From an optimization exercise on the open Yosys and OpenROAD flow, aimed at small area and a short achievable clock period; shortcuts taken in it are not production practice.
Function was checked by simulation only, so behaviour that the tests miss may differ from the original.
No activity file was given, so power comes from the tool's default toggle rates.

==> run a: inputs <==
Design token_nesting_depth_tracker, start of the top module:
module token_nesting_depth_tracker
#(
    parameter int unsigned STACK_DEPTH = tkd_pkg::TKD_STACK_DEPTH
) (
    input  wire logic               clk,
    input  wire logic               rst_n,
    input  wire logic               in_valid,
    output logic                    in_stall,
    input  wire logic [tkd_pkg::KIND_W-1:0]  token_kind,
    input  wire logic               start_of_list,
    output logic                    out_valid,
    input  wire logic               out_stall,
    output logic      [tkd_pkg::DEPTH_W-1:0] curly_depth,
    output logic      [tkd_pkg::DEPTH_W-1:0] bracket_depth,
    output logic      [tkd_pkg::DEPTH_W-1:0] enclosing_base,
    output logic      [tkd_pkg::LEVEL_W-1:0] nest_level,
    output logic                    stack_overflow
);
make LEC_CHECK=0 CAP_MARGIN=20 CORE_MARGIN=2 CORE_UTILIZATION=50 CTS_CLUSTER_DIAMETER=150 CTS_CLUSTER_SIZE=22 PLACE_DENSITY=0.55 SETUP_SLACK_MARGIN=2.25 SLEW_MARGIN=20 SYNTH_HIERARCHICAL=1 finish   # period 4.4 ns
run.sh (not shown) runs the stock make flow with config.mk's settings and CLKGATE_MAP_FILE= SYNTH_SCRIPT=/design/flow/synth_recipe.tcl, a recipe that flattens the netlist after the stock synthesis.
==> run b (differences from run a) <==
--- a/flow/design.v
+++ b/flow/design.v
@@ -197,16 +197,31 @@
     input  wire logic [W-1:0] t,
     input  wire logic [W:0]   bk,
     output logic      [W:0]   level
 );
     logic [W:0] bk_t;
     assign bk_t  = bk - {1'b0, t};
     assign level = (k > t) ? bk_t : {1'b0, b};
 endmodule
+module tkd_cnt_flags #(
+    parameter int unsigned PTR_W = 7,
+    parameter int unsigned DEPTH = 64
+) (
+    input  wire logic [PTR_W-1:0] cnt,
+    output logic cpush,    
+    output logic cpop,     
+    output logic one,      
+    output logic le2       
+);
+    assign cpush = (cnt < PTR_W'(DEPTH));
+    assign cpop  = (cnt != '0) && (cnt <= PTR_W'(DEPTH));
+    assign one   = (cnt == PTR_W'(1));
+    assign le2   = (cnt <= PTR_W'(2));
+endmodule
 module tkd_out_sel #(
     parameter int unsigned W = 8
 ) (
     input  wire logic         load,
     input  wire logic         clear,   
     input  wire logic [W-1:0] d,
     input  wire logic [W-1:0] q,
     output logic      [W-1:0] y
@@ -248,20 +263,34 @@
     logic [DW-1:0]    bsec_reg;      
     logic             ptop_reg;      
     logic             b_cpush_reg;   
     logic             b_cpop_reg;    
     logic             b_le2_reg;     
     logic             p_cpush_reg;
     logic             p_cpop_reg;
     logic             p_one_reg;     
-    assign b_cpush_reg = !bptr_reg[PTR_W-1];
-    assign p_cpush_reg = !pptr_reg[PTR_W-1];
-    logic             b_hold, b_dn, b_up;
-    logic             p_hold, p_dn, p_up;
+    tkd_cnt_flags #(.PTR_W(PTR_W), .DEPTH(STACK_DEPTH)) u_bflags (
+        .cnt   (bptr_reg),
+        .cpush (b_cpush_reg),
+        .cpop  (b_cpop_reg),
+        .one   (),
+        .le2   (b_le2_reg)
+    );
+    tkd_cnt_flags #(.PTR_W(PTR_W), .DEPTH(STACK_DEPTH)) u_pflags (
+        .cnt   (pptr_reg),
+        .cpush (p_cpush_reg),
+        .cpop  (p_cpop_reg),
+        .one   (p_one_reg),
+        .le2   ()
+    );
+    logic             b_hold_reg, b_dn_reg, b_up_reg;
+    logic [DW-1:0]    b_pdata_reg;   
+    logic             p_hold_reg, p_dn_reg, p_up_reg;
+    logic             p_pdata_reg;
     logic k_lbrace, k_rbrace, k_lparen, k_rparen;
     logic k_up1, k_up2, k_dn1, k_dn2;
     logic k_else_rep, k_ctrl;
     logic [3:0] kind_hi, kind_lo;
     tkd_pre2 u_pre_hi (.a(token_kind[3:2]), .y(kind_hi));
     tkd_pre2 u_pre_lo (.a(token_kind[1:0]), .y(kind_lo));
     tkd_decode u_dec (
         .hi       (kind_hi),
@@ -282,39 +311,39 @@
     assign sol      = start_of_list;
     logic [DW-1:0] brow0_enc, brow1_enc;
     logic [0:0]    prow0_enc, prow1_enc;
     tkd_stack #(
         .STACK_DEPTH (STACK_DEPTH - 2),
         .DATA_W      (DW)
     ) u_base_stack (
         .clk        (clk),
-        .hold       (b_hold),
-        .shift_dn   (b_dn),
-        .shift_up   (b_up),
-        .wdata_enc  (bsec_reg ^ {DW{phase_reg}}),
+        .hold       (b_hold_reg),
+        .shift_dn   (b_dn_reg),
+        .shift_up   (b_up_reg),
+        .wdata_enc  (b_pdata_reg),
         .first_enc  (brow0_enc),
         .second_enc (brow1_enc)
     );
     tkd_stack #(
         .STACK_DEPTH (STACK_DEPTH - 1),
         .DATA_W      (1)
     ) u_paren_stack (
         .clk        (clk),
-        .hold       (p_hold),
-        .shift_dn   (p_dn),
-        .shift_up   (p_up),
-        .wdata_enc  (ptop_reg ^ phase_reg),
+        .hold       (p_hold_reg),
+        .shift_dn   (p_dn_reg),
+        .shift_up   (p_up_reg),
+        .wdata_enc  (p_pdata_reg),
         .first_enc  (prow0_enc),
         .second_enc (prow1_enc)
     );
     logic [DW-1:0] brow0;
     logic          prow0;
-    assign brow0 = {DW{phase_reg}} ^ brow0_enc;
-    assign prow0 = phase_reg ^ prow0_enc[0];
+    assign brow0 = {DW{phase_reg}} ^ (b_dn_reg ? b_pdata_reg : (b_up_reg ? brow1_enc : brow0_enc));
+    assign prow0 = phase_reg ^ (p_dn_reg ? p_pdata_reg : (p_up_reg ? prow1_enc[0] : prow0_enc[0]));
     logic b_push, b_pop, p_push, p_pop;
     assign b_push = k_lbrace && (sol || b_cpush_reg);
     assign b_pop  = k_rbrace && !sol && b_cpop_reg;
     assign p_push = k_lparen && (sol || p_cpush_reg);
     assign p_pop  = k_rparen && !sol && p_cpop_reg;
     logic br_max, br_zero;
     logic k_max, k_max1, k_zero, k_one;
     logic bp_max, bp_zero, pp_max, pp_zero;
@@ -402,23 +431,16 @@
     tkd_sel3 #(.W(1)) u_ptop_sel (
         .s0 (pt_c), .a0 (cparen_reg), .s1 (pt_r), .a1 (prow0), .s2 (pt_p), .a2 (ptop_reg), .y (ptop_d)
     );
     assign cbrace_next = k_else_rep || (!sol && k_rparen && p_cpop_reg && ptop_reg);
     logic br_254, br_1, k_253, k_252, k_2, k_3, bp_126, bp_1, pp_126, pp_1;
     logic br_max_next, br_zero_next;
     logic k_max_next, k_max1_next, k_zero_next, k_one_next;
     logic bp_max_next, bp_zero_next, pp_max_next, pp_zero_next;
-    logic b_cpop_next, b_le2_next, p_cpop_next, p_one_next;
-    logic bp_2_65, bp_le1, bp_le3, pp_2_65, pp_2;
-    assign bp_2_65 = (bptr_reg >= PTR_W'(2)) && (bptr_reg <= PTR_W'(STACK_DEPTH + 1));
-    assign bp_le1  = (bptr_reg <= PTR_W'(1));
-    assign bp_le3  = (bptr_reg <= PTR_W'(3));
-    assign pp_2_65 = (pptr_reg >= PTR_W'(2)) && (pptr_reg <= PTR_W'(STACK_DEPTH + 1));
-    assign pp_2    = (pptr_reg == PTR_W'(2));
     assign br_254 = (brace_reg == DW'(254));
     assign br_1   = (brace_reg == DW'(1));
     assign k_253  = (bracket_reg == DW'(253));
     assign k_252  = (bracket_reg == DW'(252));
     assign k_2    = (bracket_reg == DW'(2));
     assign k_3    = (bracket_reg == DW'(3));
     assign bp_126 = (bptr_reg == PTR_W'(126));
     assign bp_1   = (bptr_reg == PTR_W'(1));
@@ -433,113 +455,100 @@
             k_max_next   = 1'b0;
             k_max1_next  = 1'b0;
             k_zero_next  = (k_sol == 2'd0);
             k_one_next   = (k_sol == 2'd1);
             bp_max_next  = 1'b0;
             bp_zero_next = !k_lbrace;
             pp_max_next  = 1'b0;
             pp_zero_next = !k_lparen;
-            b_cpop_next  = k_lbrace;
-            b_le2_next   = 1'b1;
-            p_cpop_next  = k_lparen;
-            p_one_next   = k_lparen;
         end
         else
         begin
             br_max_next  = br_p1 ? br_254 : (br_m1 ? 1'b0 : br_max);
             br_zero_next = br_p1 ? 1'b0 : (br_m1 ? br_1 : br_zero);
             k_max_next   = k_p1 ? k_max1 : (k_p2 ? k_253 : ((k_m1 || k_m2) ? 1'b0 : k_max));
             k_max1_next  = k_p1 ? k_253 : (k_p2 ? k_252 : (k_m1 ? k_max : (k_m2 ? 1'b0 : k_max1)));
             k_zero_next  = (k_p1 || k_p2) ? 1'b0 : (k_m1 ? k_one : (k_m2 ? k_2 : k_zero));
             k_one_next   = k_p1 ? k_zero : (k_p2 ? 1'b0 : (k_m1 ? k_2 : (k_m2 ? k_3 : k_one)));
             bp_max_next  = bp_p1 ? bp_126 : (bp_m1 ? 1'b0 : bp_max);
             bp_zero_next = bp_p1 ? 1'b0 : (bp_m1 ? bp_1 : bp_zero);
             pp_max_next  = pp_p1 ? pp_126 : (pp_m1 ? 1'b0 : pp_max);
             pp_zero_next = pp_p1 ? 1'b0 : (pp_m1 ? pp_1 : pp_zero);
-            b_cpop_next  = bp_p1 ? !bptr_reg[PTR_W-1] : (bp_m1 ? bp_2_65 : b_cpop_reg);
-            b_le2_next   = bp_p1 ? bp_le1 : (bp_m1 ? bp_le3 : b_le2_reg);
-            p_cpop_next  = pp_p1 ? !pptr_reg[PTR_W-1] : (pp_m1 ? pp_2_65 : p_cpop_reg);
-            p_one_next   = pp_p1 ? pp_zero : (pp_m1 ? pp_2 : p_one_reg);
         end
     end
     always_ff @(posedge clk or negedge rst_n)
     begin
         if (!rst_n)
         begin
             brace_reg   <= '0;
             bracket_reg <= '0;
             bk_reg      <= '0;
             bptr_reg    <= '0;
             pptr_reg    <= '0;
             btop_reg    <= '0;
+            bsec_reg    <= '0;
             ptop_reg    <= 1'b0;
         end
         else
         begin
             brace_reg   <= brace_next;
             bracket_reg <= bracket_next;
             bk_reg      <= bk_next;
             bptr_reg    <= bptr_next;
             pptr_reg    <= pptr_next;
             btop_reg    <= btop_d;
+            bsec_reg    <= bsec_d;
             ptop_reg    <= ptop_d;
         end
     end
-    always_ff @(posedge clk)
-    begin
-        bsec_reg <= bsec_d;
-    end
     always_ff @(posedge clk or negedge rst_n)
     begin
         if (!rst_n)
         begin
             br_max      <= 1'b0;
             br_zero     <= 1'b1;
             k_max       <= 1'b0;
             k_max1      <= 1'b0;
             k_zero      <= 1'b1;
             k_one       <= 1'b0;
             bp_max      <= 1'b0;
             bp_zero     <= 1'b1;
             pp_max      <= 1'b0;
             pp_zero     <= 1'b1;
-            b_cpop_reg  <= 1'b0;
-            b_le2_reg   <= 1'b1;
-            p_cpop_reg  <= 1'b0;
-            p_one_reg   <= 1'b0;
             cbrace_reg  <= 1'b0;
             cparen_reg  <= 1'b0;
         end
         else if (accept)
         begin
             br_max      <= br_max_next;
             br_zero     <= br_zero_next;
             k_max       <= k_max_next;
             k_max1      <= k_max1_next;
             k_zero      <= k_zero_next;
             k_one       <= k_one_next;
             bp_max      <= bp_max_next;
             bp_zero     <= bp_zero_next;
             pp_max      <= pp_max_next;
             pp_zero     <= pp_zero_next;
-            b_cpop_reg  <= b_cpop_next;
-            b_le2_reg   <= b_le2_next;
-            p_cpop_reg  <= p_cpop_next;
-            p_one_reg   <= p_one_next;
             cbrace_reg  <= cbrace_next;
             cparen_reg  <= k_ctrl;
         end
     end
-    assign b_dn   = accept && b_push;
-    assign b_up   = accept && b_pop;
-    assign b_hold = !(b_dn || b_up);
-    assign p_dn   = accept && p_push;
-    assign p_up   = accept && p_pop;
-    assign p_hold = !(p_dn || p_up);
+    always_ff @(posedge clk)
+    begin
+        b_dn_reg    <= accept && b_push;
+        b_up_reg    <= accept && b_pop;
+        b_hold_reg  <= !(accept && (b_push || b_pop));
+        b_pdata_reg <= bsec_reg ^ {DW{!phase_reg}};
+        p_dn_reg    <= accept && p_push;
+        p_up_reg    <= accept && p_pop;
+        p_hold_reg  <= !(accept && (p_push || p_pop));
+        p_pdata_reg <= ptop_reg ^ !phase_reg;
+    end
     always_ff @(posedge clk or negedge rst_n)
     begin
         if (!rst_n)
         begin
             phase_reg <= 1'b0;
         end
         else
         begin
==> run c (differences from run a) <==
--- a/flow/design.v
+++ b/flow/design.v
@@ -197,16 +197,31 @@
     input  wire logic [W-1:0] t,
     input  wire logic [W:0]   bk,
     output logic      [W:0]   level
 );
     logic [W:0] bk_t;
     assign bk_t  = bk - {1'b0, t};
     assign level = (k > t) ? bk_t : {1'b0, b};
 endmodule
+module tkd_cnt_flags #(
+    parameter int unsigned PTR_W = 7,
+    parameter int unsigned DEPTH = 64
+) (
+    input  wire logic [PTR_W-1:0] cnt,
+    output logic cpush,    
+    output logic cpop,     
+    output logic one,      
+    output logic le2       
+);
+    assign cpush = (cnt < PTR_W'(DEPTH));
+    assign cpop  = (cnt != '0) && (cnt <= PTR_W'(DEPTH));
+    assign one   = (cnt == PTR_W'(1));
+    assign le2   = (cnt <= PTR_W'(2));
+endmodule
 module tkd_out_sel #(
     parameter int unsigned W = 8
 ) (
     input  wire logic         load,
     input  wire logic         clear,   
     input  wire logic [W-1:0] d,
     input  wire logic [W-1:0] q,
     output logic      [W-1:0] y
@@ -248,20 +263,34 @@
     logic [DW-1:0]    bsec_reg;      
     logic             ptop_reg;      
     logic             b_cpush_reg;   
     logic             b_cpop_reg;    
     logic             b_le2_reg;     
     logic             p_cpush_reg;
     logic             p_cpop_reg;
     logic             p_one_reg;     
-    assign b_cpush_reg = !bptr_reg[PTR_W-1];
-    assign p_cpush_reg = !pptr_reg[PTR_W-1];
-    logic             b_hold, b_dn, b_up;
-    logic             p_hold, p_dn, p_up;
+    tkd_cnt_flags #(.PTR_W(PTR_W), .DEPTH(STACK_DEPTH)) u_bflags (
+        .cnt   (bptr_reg),
+        .cpush (b_cpush_reg),
+        .cpop  (b_cpop_reg),
+        .one   (),
+        .le2   (b_le2_reg)
+    );
+    tkd_cnt_flags #(.PTR_W(PTR_W), .DEPTH(STACK_DEPTH)) u_pflags (
+        .cnt   (pptr_reg),
+        .cpush (p_cpush_reg),
+        .cpop  (p_cpop_reg),
+        .one   (p_one_reg),
+        .le2   ()
+    );
+    logic             b_hold_reg, b_dn_reg, b_up_reg;
+    logic [DW-1:0]    b_pdata_reg;   
+    logic             p_hold_reg, p_dn_reg, p_up_reg;
+    logic             p_pdata_reg;
     logic k_lbrace, k_rbrace, k_lparen, k_rparen;
     logic k_up1, k_up2, k_dn1, k_dn2;
     logic k_else_rep, k_ctrl;
     logic [3:0] kind_hi, kind_lo;
     tkd_pre2 u_pre_hi (.a(token_kind[3:2]), .y(kind_hi));
     tkd_pre2 u_pre_lo (.a(token_kind[1:0]), .y(kind_lo));
     tkd_decode u_dec (
         .hi       (kind_hi),
@@ -282,39 +311,39 @@
     assign sol      = start_of_list;
     logic [DW-1:0] brow0_enc, brow1_enc;
     logic [0:0]    prow0_enc, prow1_enc;
     tkd_stack #(
         .STACK_DEPTH (STACK_DEPTH - 2),
         .DATA_W      (DW)
     ) u_base_stack (
         .clk        (clk),
-        .hold       (b_hold),
-        .shift_dn   (b_dn),
-        .shift_up   (b_up),
-        .wdata_enc  (bsec_reg ^ {DW{phase_reg}}),
+        .hold       (b_hold_reg),
+        .shift_dn   (b_dn_reg),
+        .shift_up   (b_up_reg),
+        .wdata_enc  (b_pdata_reg),
         .first_enc  (brow0_enc),
         .second_enc (brow1_enc)
     );
     tkd_stack #(
         .STACK_DEPTH (STACK_DEPTH - 1),
         .DATA_W      (1)
     ) u_paren_stack (
         .clk        (clk),
-        .hold       (p_hold),
-        .shift_dn   (p_dn),
-        .shift_up   (p_up),
-        .wdata_enc  (ptop_reg ^ phase_reg),
+        .hold       (p_hold_reg),
+        .shift_dn   (p_dn_reg),
+        .shift_up   (p_up_reg),
+        .wdata_enc  (p_pdata_reg),
         .first_enc  (prow0_enc),
         .second_enc (prow1_enc)
     );
     logic [DW-1:0] brow0;
     logic          prow0;
-    assign brow0 = {DW{phase_reg}} ^ brow0_enc;
-    assign prow0 = phase_reg ^ prow0_enc[0];
+    assign brow0 = {DW{phase_reg}} ^ (b_dn_reg ? b_pdata_reg : (b_up_reg ? brow1_enc : brow0_enc));
+    assign prow0 = phase_reg ^ (p_dn_reg ? p_pdata_reg : (p_up_reg ? prow1_enc[0] : prow0_enc[0]));
     logic b_push, b_pop, p_push, p_pop;
     assign b_push = k_lbrace && (sol || b_cpush_reg);
     assign b_pop  = k_rbrace && !sol && b_cpop_reg;
     assign p_push = k_lparen && (sol || p_cpush_reg);
     assign p_pop  = k_rparen && !sol && p_cpop_reg;
     logic br_max, br_zero;
     logic k_max, k_max1, k_zero, k_one;
     logic bp_max, bp_zero, pp_max, pp_zero;
@@ -402,23 +431,16 @@
     tkd_sel3 #(.W(1)) u_ptop_sel (
         .s0 (pt_c), .a0 (cparen_reg), .s1 (pt_r), .a1 (prow0), .s2 (pt_p), .a2 (ptop_reg), .y (ptop_d)
     );
     assign cbrace_next = k_else_rep || (!sol && k_rparen && p_cpop_reg && ptop_reg);
     logic br_254, br_1, k_253, k_252, k_2, k_3, bp_126, bp_1, pp_126, pp_1;
     logic br_max_next, br_zero_next;
     logic k_max_next, k_max1_next, k_zero_next, k_one_next;
     logic bp_max_next, bp_zero_next, pp_max_next, pp_zero_next;
-    logic b_cpop_next, b_le2_next, p_cpop_next, p_one_next;
-    logic bp_2_65, bp_le1, bp_le3, pp_2_65, pp_2;
-    assign bp_2_65 = (bptr_reg >= PTR_W'(2)) && (bptr_reg <= PTR_W'(STACK_DEPTH + 1));
-    assign bp_le1  = (bptr_reg <= PTR_W'(1));
-    assign bp_le3  = (bptr_reg <= PTR_W'(3));
-    assign pp_2_65 = (pptr_reg >= PTR_W'(2)) && (pptr_reg <= PTR_W'(STACK_DEPTH + 1));
-    assign pp_2    = (pptr_reg == PTR_W'(2));
     assign br_254 = (brace_reg == DW'(254));
     assign br_1   = (brace_reg == DW'(1));
     assign k_253  = (bracket_reg == DW'(253));
     assign k_252  = (bracket_reg == DW'(252));
     assign k_2    = (bracket_reg == DW'(2));
     assign k_3    = (bracket_reg == DW'(3));
     assign bp_126 = (bptr_reg == PTR_W'(126));
     assign bp_1   = (bptr_reg == PTR_W'(1));
@@ -433,113 +455,100 @@
             k_max_next   = 1'b0;
             k_max1_next  = 1'b0;
             k_zero_next  = (k_sol == 2'd0);
             k_one_next   = (k_sol == 2'd1);
             bp_max_next  = 1'b0;
             bp_zero_next = !k_lbrace;
             pp_max_next  = 1'b0;
             pp_zero_next = !k_lparen;
-            b_cpop_next  = k_lbrace;
-            b_le2_next   = 1'b1;
-            p_cpop_next  = k_lparen;
-            p_one_next   = k_lparen;
         end
         else
         begin
             br_max_next  = br_p1 ? br_254 : (br_m1 ? 1'b0 : br_max);
             br_zero_next = br_p1 ? 1'b0 : (br_m1 ? br_1 : br_zero);
             k_max_next   = k_p1 ? k_max1 : (k_p2 ? k_253 : ((k_m1 || k_m2) ? 1'b0 : k_max));
             k_max1_next  = k_p1 ? k_253 : (k_p2 ? k_252 : (k_m1 ? k_max : (k_m2 ? 1'b0 : k_max1)));
             k_zero_next  = (k_p1 || k_p2) ? 1'b0 : (k_m1 ? k_one : (k_m2 ? k_2 : k_zero));
             k_one_next   = k_p1 ? k_zero : (k_p2 ? 1'b0 : (k_m1 ? k_2 : (k_m2 ? k_3 : k_one)));
             bp_max_next  = bp_p1 ? bp_126 : (bp_m1 ? 1'b0 : bp_max);
             bp_zero_next = bp_p1 ? 1'b0 : (bp_m1 ? bp_1 : bp_zero);
             pp_max_next  = pp_p1 ? pp_126 : (pp_m1 ? 1'b0 : pp_max);
             pp_zero_next = pp_p1 ? 1'b0 : (pp_m1 ? pp_1 : pp_zero);
-            b_cpop_next  = bp_p1 ? !bptr_reg[PTR_W-1] : (bp_m1 ? bp_2_65 : b_cpop_reg);
-            b_le2_next   = bp_p1 ? bp_le1 : (bp_m1 ? bp_le3 : b_le2_reg);
-            p_cpop_next  = pp_p1 ? !pptr_reg[PTR_W-1] : (pp_m1 ? pp_2_65 : p_cpop_reg);
-            p_one_next   = pp_p1 ? pp_zero : (pp_m1 ? pp_2 : p_one_reg);
         end
     end
     always_ff @(posedge clk or negedge rst_n)
     begin
         if (!rst_n)
         begin
             brace_reg   <= '0;
             bracket_reg <= '0;
             bk_reg      <= '0;
             bptr_reg    <= '0;
             pptr_reg    <= '0;
             btop_reg    <= '0;
+            bsec_reg    <= '0;
             ptop_reg    <= 1'b0;
         end
         else
         begin
             brace_reg   <= brace_next;
             bracket_reg <= bracket_next;
             bk_reg      <= bk_next;
             bptr_reg    <= bptr_next;
             pptr_reg    <= pptr_next;
             btop_reg    <= btop_d;
+            bsec_reg    <= bsec_d;
             ptop_reg    <= ptop_d;
         end
     end
-    always_ff @(posedge clk)
-    begin
-        bsec_reg <= bsec_d;
-    end
     always_ff @(posedge clk or negedge rst_n)
     begin
         if (!rst_n)
         begin
             br_max      <= 1'b0;
             br_zero     <= 1'b1;
             k_max       <= 1'b0;
             k_max1      <= 1'b0;
             k_zero      <= 1'b1;
             k_one       <= 1'b0;
             bp_max      <= 1'b0;
             bp_zero     <= 1'b1;
             pp_max      <= 1'b0;
             pp_zero     <= 1'b1;
-            b_cpop_reg  <= 1'b0;
-            b_le2_reg   <= 1'b1;
-            p_cpop_reg  <= 1'b0;
-            p_one_reg   <= 1'b0;
             cbrace_reg  <= 1'b0;
             cparen_reg  <= 1'b0;
         end
         else if (accept)
         begin
             br_max      <= br_max_next;
             br_zero     <= br_zero_next;
             k_max       <= k_max_next;
             k_max1      <= k_max1_next;
             k_zero      <= k_zero_next;
             k_one       <= k_one_next;
             bp_max      <= bp_max_next;
             bp_zero     <= bp_zero_next;
             pp_max      <= pp_max_next;
             pp_zero     <= pp_zero_next;
-            b_cpop_reg  <= b_cpop_next;
-            b_le2_reg   <= b_le2_next;
-            p_cpop_reg  <= p_cpop_next;
-            p_one_reg   <= p_one_next;
             cbrace_reg  <= cbrace_next;
             cparen_reg  <= k_ctrl;
         end
     end
-    assign b_dn   = accept && b_push;
-    assign b_up   = accept && b_pop;
-    assign b_hold = !(b_dn || b_up);
-    assign p_dn   = accept && p_push;
-    assign p_up   = accept && p_pop;
-    assign p_hold = !(p_dn || p_up);
+    always_ff @(posedge clk)
+    begin
+        b_dn_reg    <= accept && b_push;
+        b_up_reg    <= accept && b_pop;
+        b_hold_reg  <= !(accept && (b_push || b_pop));
+        b_pdata_reg <= bsec_reg ^ {DW{!phase_reg}};
+        p_dn_reg    <= accept && p_push;
+        p_up_reg    <= accept && p_pop;
+        p_hold_reg  <= !(accept && (p_push || p_pop));
+        p_pdata_reg <= ptop_reg ^ !phase_reg;
+    end
     always_ff @(posedge clk or negedge rst_n)
     begin
         if (!rst_n)
         begin
             phase_reg <= 1'b0;
         end
         else
         begin
- CORE_UTILIZATION: 50 -> 45
- CTS_CLUSTER_SIZE: 22 -> 20
- PLACE_DENSITY: 0.55 -> 0.5
==> results.txt <==
Of run c and run a, run c has the higher clock power (gap about 5%, measured against run a).
Between run a and run c, the lower area after synthesis is in run a (gap 1.6%, measured against run c).
First-iteration DRC count: run c is lower than run a (about 11%).
The highest fmax belongs to run a, the lowest to run b.
In run a the worst hold slack is lower than in run b, by 0.14 ns.
Via count: run a > run b > run c.
Between run b and run c, the lower utilization is in run c (gap 5.0 points).
Final cell count: run b < run a < run c.
The highest non-clock buffer count belongs to run a, the lowest to run c.
Of run a and run c, run c has the higher combinational power (gap 18%, measured against run c).
==> figures <==
| metric | run a | run c | run b |
|---|---|---|---|
| Status | complete, no violations | complete, no violations | complete, no violations |
| Number of global-route vias before repair | 16970 | 17090 | 16720 |
| DR vias/cell | 6.928 | 6.659 | 6.890 |
| Endpoint required time on the critical path | 4.87 ns | 4.88 ns | 4.87 ns |
| Worst path max stage delay | 0.25 ns | 0.56 ns | 0.48 ns |
| Cell count after placement | 2613 | 2706 | 2631 |
| Die Height | 229.3 um | 243.4 um | 231.1 um |
| Wl on met1 | 26.88 mm | 25.55 mm | 24.53 mm |
| First-pass GRT wire length | 90.73 mm | 86.72 mm | 84.56 mm |
| Clock network power | 3.51 mW | 3.67 mW | 3.50 mW |
| F_max | 0.4517 GHz | 0.4495 GHz | 0.4411 GHz |
| Setup slack at placement | 0.7028 ns | 1.056 ns | 1.065 ns |
| TAP cells | 672 | 756 | 680 |
| Netlist Area Pre-Place | 25380 um^2 | 25790 um^2 | 25790 um^2 |
| Final Routed Wirelength | 56.58 mm | 53.45 mm | 52.29 mm |
| Cell count along the critical path | 11 | 9 | 8 |
| Storage cell area | 13710 um^2 | 13980 um^2 | 13980 um^2 |
| Reported leakage power | 10.75 nW | 10.56 nW | 10.60 nW |
| Met3 usage | 2.913% | 2.666% | 2.916% |
| Total length of routed met3 wires | 3.195 mm | 2.591 mm | 2.459 mm |
| Effective utilization at floorplan | 50.58% | 45.65% | 50.37% |
| Number of setup buffers added after CTS | 54 | 32 | 30 |

-- re-timing with driven ports --
Ports are ideal in the flow. The routed layouts listed here were re-timed in OpenROAD.
Step 1 (the two cells are an assumption about what drives the block):
set clk [get_ports {clk}]
set_driving_cell -lib_cell sky130_fd_sc_hd__clkbuf_16 $clk
set_driving_cell -lib_cell sky130_fd_sc_hd__buf_2 [delete_from_list [all_inputs] $clk]
Step 2 times the ports against the registers' clock, not the clock port: input delays grow and output delays shrink by t, the midpoint of the rising clock arrivals with the driver on.
Three values: ideal ports, drivers, drivers and shift; two values: the first two.
run | t, ns | setup slack, ns | hold slack, ns | slew at the worst register clock pin (ns) | pins driven straight from the clock port
run a | 0.629 | 2.186 / 2.191 / 1.566 | 0.296 / 0.258 / 0.450 | 0.10 / 0.10 | 1
run b | 0.629 | 2.133 / 2.133 / 1.587 | 0.435 / 0.400 / 0.449 | 0.10 / 0.10 | 1
run c | 0.638 | 2.175 / 2.175 / 1.655 | 0.427 / 0.400 / 0.453 | 0.10 / 0.10 | 1
After both steps setup and hold are still met in every run listed. The setup slack of run a, which loses most, moves by +0.005 ns with the drivers and by -0.620 ns with both steps.
